This is an optimization exercise on Yosys and OpenROAD, whose aim is small area, a short achievable clock period and few clock cycles per item, not a production implementation. Function was checked by simulation only, so behaviour that the tests miss may differ from the original.

==> 01-09 <==
// aes_top
module aes_top (
  input  logic         clk,
  input  logic         rst,
  input  logic         start_i,
  input  logic [127:0] plaintext_i,
  input  logic [127:0] key_i,
  output logic [127:0] ciphertext_o,
  output logic         done_o
);
==> module aes_key_expand, before the edit <==
module aes_key_expand (
  input  logic            clk,
  input  logic            busy_i,
  input  aes_pkg::round_t round_i,
  input  aes_pkg::block_t key_i,
  output aes_pkg::block_t round_key_o
);
  aes_pkg::block_t key_q;
  aes_pkg::block_t w;       
  aes_pkg::block_t kin;     
  aes_pkg::word_t  sub_word;
  aes_pkg::word_t  t;
  aes_pkg::word_t  q0, q2;
  aes_pkg::byte_t  rc;
  assign w[127:96] = key_q[127:96];
  assign w[95:64]  = key_q[95:64] ^ key_q[127:96];
  assign w[63:32]  = key_q[63:32] ^ key_q[95:64];
  assign w[31:0]   = key_q[31:0] ^ key_q[63:32];
  assign round_key_o = w;
  assign kin = busy_i ? w : key_i;
  assign rc  = busy_i ? aes_pkg::rcon_of(round_i + 4'd1) : 8'h01;
  aes_sbox_rom sb0 (.u(kin[23:16]), .s(sub_word[31:24]));
  aes_sbox_rom sb1 (.u(kin[15:8]),  .s(sub_word[23:16]));
  aes_sbox_rom sb2 (.u(kin[7:0]),   .s(sub_word[15:8]));
  aes_sbox_rom sb3 (.u(kin[31:24]), .s(sub_word[7:0]));
  assign t = sub_word ^ {rc, 24'h000000};
  aes_key_late_xor lx (
    .a_i(kin[127:96]), .b_i(kin[127:96] ^ kin[63:32]), .t_i(t), .a_o(q0), .b_o(q2)
  );
  always_ff @(posedge clk) begin
    key_q <= {q0, kin[95:64], q2, kin[95:64] ^ kin[31:0]};
  end
endmodule
==> module aes_state_path, before the edit <==
module aes_state_path (
  input  logic            clk,
  input  logic            start_i,
  input  logic            busy_i,
  input  logic            last_i,
  input  aes_pkg::block_t plaintext_i,
  input  aes_pkg::block_t key_i,
  input  aes_pkg::block_t round_key_i,
  output aes_pkg::block_t state_o
);
  aes_pkg::block_t state_q;
  aes_pkg::block_t sub;
  aes_pkg::block_t shifted;
  aes_pkg::block_t inject;
  aes_pkg::block_t ak;
  aes_pkg::block_t next;
  assign state_o = state_q;
  for (genvar i = 0; i < 16; i++) begin : g_sb
    aes_sbox_rom sb (.u(state_q[8*i +: 8]), .s(sub[8*i +: 8]));
  end
  always_comb begin
    for (int c = 0; c < 4; c++) begin
      for (int r = 0; r < 4; r++) begin
        shifted[8*(15-(4*c+r)) +: 8] = sub[8*(15-(4*((c+r)%4)+r)) +: 8];
      end
    end
  end
  assign inject = busy_i ? round_key_i : start_i ? (plaintext_i ^ key_i) : state_q;
  assign ak     = (shifted & {128{busy_i}}) ^ inject;
  for (genvar c = 0; c < 4; c++) begin : g_mc
    aes_mix_column mc (
      .a_i(shifted[32*(3-c) +: 32]), .ak_i(ak[32*(3-c) +: 32]), .mix_en_i(busy_i && !last_i),
      .out_o(next[32*(3-c) +: 32])
    );
  end
  always_ff @(posedge clk) begin
    state_q <= next;
  end
endmodule
==> flow/config.mk <==
export PLATFORM = sky130hd
export DESIGN_NAME = aes_top
export DESIGN_NICKNAME = aes_top
export VERILOG_FILES = /design/flow/design.v
export SDC_FILE = /design/flow/constraint.sdc
export NUM_CORES = 4
export LEC_CHECK = 0
export CAP_MARGIN = 20
export CORE_MARGIN = 2
export CORE_UTILIZATION = 40
export SETUP_SLACK_MARGIN = 0.1
export SLEW_MARGIN = 20
==> flow/constraint.sdc <==
create_clock -name core_clock -period 6.0 [get_ports {clk}]
set_input_delay 1.2000 -clock core_clock [delete_from_list [all_inputs] [get_ports {clk}]]
set_output_delay 1.2000 -clock core_clock [all_outputs]
set_load 0.01 [all_outputs]
standard.sh (not shown) runs the stock make flow with config.mk's settings and CLKGATE_MAP_FILE= SYNTH_SCRIPT=/design/flow/synth_recipe.tcl, a recipe that flattens the netlist after the stock synthesis.
==> flow/flow/run.sh <==
#!/bin/bash
# Own flow: the standard layout (standard.sh) with three changes:
# - synthesis maps the logic with the area-oriented ABC script
#   flow/map_area.abc in place of ORFS's speed script (the rest of the standard flow's
#   synthesis script synth_recipe.tcl is unchanged: registers, flattening and
#   renaming are the standard ones);
# - (flat synthesis, as in the standard flow)
# - every input and output port still gets a buffer, a buf_1.
# - no half-adder extraction (ADDER_MAP_FILE empty): the S-box XOR/AND pairs stay separate gates.
# Each step's full log is under orfs/logs; make's output is in flow_make.log.
set -euo pipefail
W=$PWD
{
  # replace the -script of ORFS's ABC call, and drop its -D delay target
  echo "proc abc {args} {"
  echo "  set i [lsearch -exact \$args -script]"
  echo "  set a [lreplace \$args \$i [expr {\$i + 1}] -script {$W/flow/map_area.abc}]"
  echo "  set j [lsearch -exact \$a -D]"
  echo "  if {\$j >= 0} { set a [lreplace \$a \$j [expr {\$j + 1}]] }"
  echo "  yosys abc {*}\$a"
  echo "}"
  cat "$W/synth_recipe.tcl"
} > "$W/flow_synth.tcl"
bash "$W/standard.sh" SYNTH_SCRIPT="$W/flow_synth.tcl" \
  "BUFFER_PORTS_ARGS=-buffer_cell sky130_fd_sc_hd__buf_1" ADDER_MAP_FILE= finish > "$W/flow_make.log" 2>&1
==> flow/flow/map_area.abc <==
strash
&get -n
&st
&dch
&nf -R 1000
&put
==> 07-15 (differences from 01-09) <==
--- a/flow/flow/run.sh
+++ b/flow/flow/run.sh
@@ -6,5 +6,5 @@
 #   renaming are the standard ones);
-# - (flat synthesis, as in the standard flow)
-# - every input and output port still gets a buffer, a buf_1.
-# - no half-adder extraction (ADDER_MAP_FILE empty): the S-box XOR/AND pairs stay separate gates.
+# - each module is mapped on its own (SYNTH_HIERARCHICAL, then flattened by
+#   synth_recipe.tcl), which keeps the RTL's grouping of the XOR trees;
+# - every input and output port still gets a buffer, a buf_2.
 # Each step's full log is under orfs/logs; make's output is in flow_make.log.
@@ -23,3 +23,3 @@
 } > "$W/flow_synth.tcl"
-bash "$W/standard.sh" SYNTH_SCRIPT="$W/flow_synth.tcl" \
-  "BUFFER_PORTS_ARGS=-buffer_cell sky130_fd_sc_hd__buf_1" ADDER_MAP_FILE= finish > "$W/flow_make.log" 2>&1
+bash "$W/standard.sh" SYNTH_SCRIPT="$W/flow_synth.tcl" SYNTH_HIERARCHICAL=1 SYNTH_MINIMUM_KEEP_SIZE=0 \
+  "BUFFER_PORTS_ARGS=-buffer_cell sky130_fd_sc_hd__buf_2" finish > "$W/flow_make.log" 2>&1
==> flow/flow/map_area.abc (replaced) <==
strash
&get -n
&st
&dch
&nf -R 1000
&put
topo
stime -c
buffer -c
upsize -c
dnsize -c
--- a/flow/config.mk
+++ b/flow/config.mk
@@ -10,3 +10,2 @@
 export CORE_UTILIZATION = 40
-export SETUP_SLACK_MARGIN = 0.1
 export SLEW_MARGIN = 20
==> 02-21 (differences from 01-09) <==
--- a/flow/design.v
+++ b/flow/design.v
@@ -85,3 +85,3 @@
   assign w[95:64]  = key_q[95:64] ^ key_q[127:96];
-  assign w[63:32]  = key_q[63:32] ^ key_q[95:64];
+  assign w[63:32]  = key_q[63:32];
   assign w[31:0]   = key_q[31:0] ^ key_q[63:32];
@@ -96,6 +96,6 @@
   aes_key_late_xor lx (
-    .a_i(kin[127:96]), .b_i(kin[127:96] ^ kin[63:32]), .t_i(t), .a_o(q0), .b_o(q2)
+    .a_i(kin[127:96]), .b_i(kin[127:96] ^ kin[95:64] ^ kin[63:32]), .t_i(t), .a_o(q0), .b_o(q2)
   );
   always_ff @(posedge clk) begin
-    key_q <= {q0, kin[95:64], q2, kin[95:64] ^ kin[31:0]};
+    key_q <= {q0, kin[95:64], q2, kin[31:0]};
   end
@@ -150,4 +150,4 @@
   end
-  assign inject = busy_i ? round_key_i : start_i ? (plaintext_i ^ key_i) : state_q;
-  assign ak     = (shifted & {128{busy_i}}) ^ inject;
+  assign inject = busy_i ? round_key_i : start_i ? key_i : state_q;
+  assign ak     = ((shifted & {128{busy_i}}) | (plaintext_i & {128{start_i && !busy_i}})) ^ inject;
   for (genvar c = 0; c < 4; c++) begin : g_mc
--- a/flow/flow/run.sh
+++ b/flow/flow/run.sh
@@ -1,3 +1,3 @@
 #!/bin/bash
-# Own flow: the standard layout (standard.sh) with three changes:
+# Own flow: the standard layout (standard.sh) with these changes:
 # - synthesis maps the logic with the area-oriented ABC script
@@ -6,4 +6,3 @@
 #   renaming are the standard ones);
-# - (flat synthesis, as in the standard flow)
-# - every input and output port still gets a buffer, a buf_1.
+# - every input and output port still gets a buffer, a buf_1;
 # - no half-adder extraction (ADDER_MAP_FILE empty): the S-box XOR/AND pairs stay separate gates.
==> flow/flow/map_area.abc (replaced) <==
strash
&get -n
&st
&dch
&nf -R 1000
&put
topo
stime -c
buffer -c
upsize -c
dnsize -c
--- a/flow/config.mk
+++ b/flow/config.mk
@@ -10,3 +10,3 @@
 export CORE_UTILIZATION = 40
-export SETUP_SLACK_MARGIN = 0.1
+export SETUP_SLACK_MARGIN = 0.2
 export SLEW_MARGIN = 20
==> summary.txt <==
Post-layout nets: 07-15 5,984; 02-21 5,320; 01-09 5,724
Initial antenna violation count: 07-15 4; 02-21 11; 01-09 1
Clock-cell share of area: 07-15 0.02427; 02-21 0.02754; 01-09 0.02726
Count of inserted tapcells: 07-15 1,380; 02-21 1,186; 01-09 1,155
# rows: 07-15 118; 02-21 111; 01-09 108
Count of buffering cells on the critical path with inverters included: 07-15 3; 02-21 2; 01-09 4
Height of the die: 07-15 328.0 um; 02-21 308.3 um; 01-09 299.3 um
Met1 layer usage reported by global route: 07-15 0.3831; 02-21 0.3971; 01-09 0.4012
Endpoint required time on the critical path: 07-15 6.45 ns; 02-21 6.43 ns; 01-09 6.43 ns
Placed instance count: 07-15 7,021; 02-21 6,195; 01-09 6,573
Total global routing track utilization: 07-15 0.2852; 02-21 0.2935; 01-09 0.2918
Total cell area at the placement stage: 07-15 47,320 um2; 02-21 41,170 um2; 01-09 41,770 um2
Result of the run: 07-15 no timing/DRC/antenna violations; 02-21 no timing/DRC/antenna violations; 01-09 no timing/DRC/antenna violations
Number of multi-input combinational cells: 07-15 4,436; 02-21 4,052; 01-09 4,257
Routed via count divided by cell count: 07-15 4.979; 02-21 5.119; 01-09 5.034
Parity-gate share of the synthesized area counting xor and xnor cells: 07-15 0.5709; 02-21 0.5802; 01-09 0.5829
Testbench counts of 01-09, summed over its fixed seeds: cycles 3,528, blocks 320.
Testbench counts of 07-15, summed over its fixed seeds: cycles 3,528, blocks 320.
Testbench counts of 02-21, summed over its fixed seeds: cycles 3,528, blocks 320.

what the ideal ports hide:
How much do the figures lean on ideal ports? The routed layouts below were timed once more, with nothing changed but the port constraints.
Step 1 sets driving cells, clkbuf_16 on the clock port and buf_2 on the other inputs (assumed; they add their load-dependent delay and slew).
Step 2, shift: input delay + t, output delay - t, t = (earliest + latest rising clock arrival at the registers) / 2. This alone moves slack from input paths to output paths.
a / b / c = ideal ports / drivers / drivers and shift; a / b = the first two.
run | shift t [ns] | setup slack, ns | worst register clock-pin slew, ns | worst slew at a driven data input, ns
01-09 | 0.625 | 0.393 / 0.393 / 0.123 | 0.07 / 0.07 | 0.05
07-15 | 0.622 | 0.264 / 0.264 / 0.003 | 0.07 / 0.07 | 0.18
02-21 | 0.631 | 0.412 / 0.412 / 0.036 | 0.07 / 0.07 | 0.20
After both steps every run listed still meets setup and hold. The setup slack of 02-21, which loses most, moves by 0.000 ns with the drivers and by -0.376 ns with both steps.
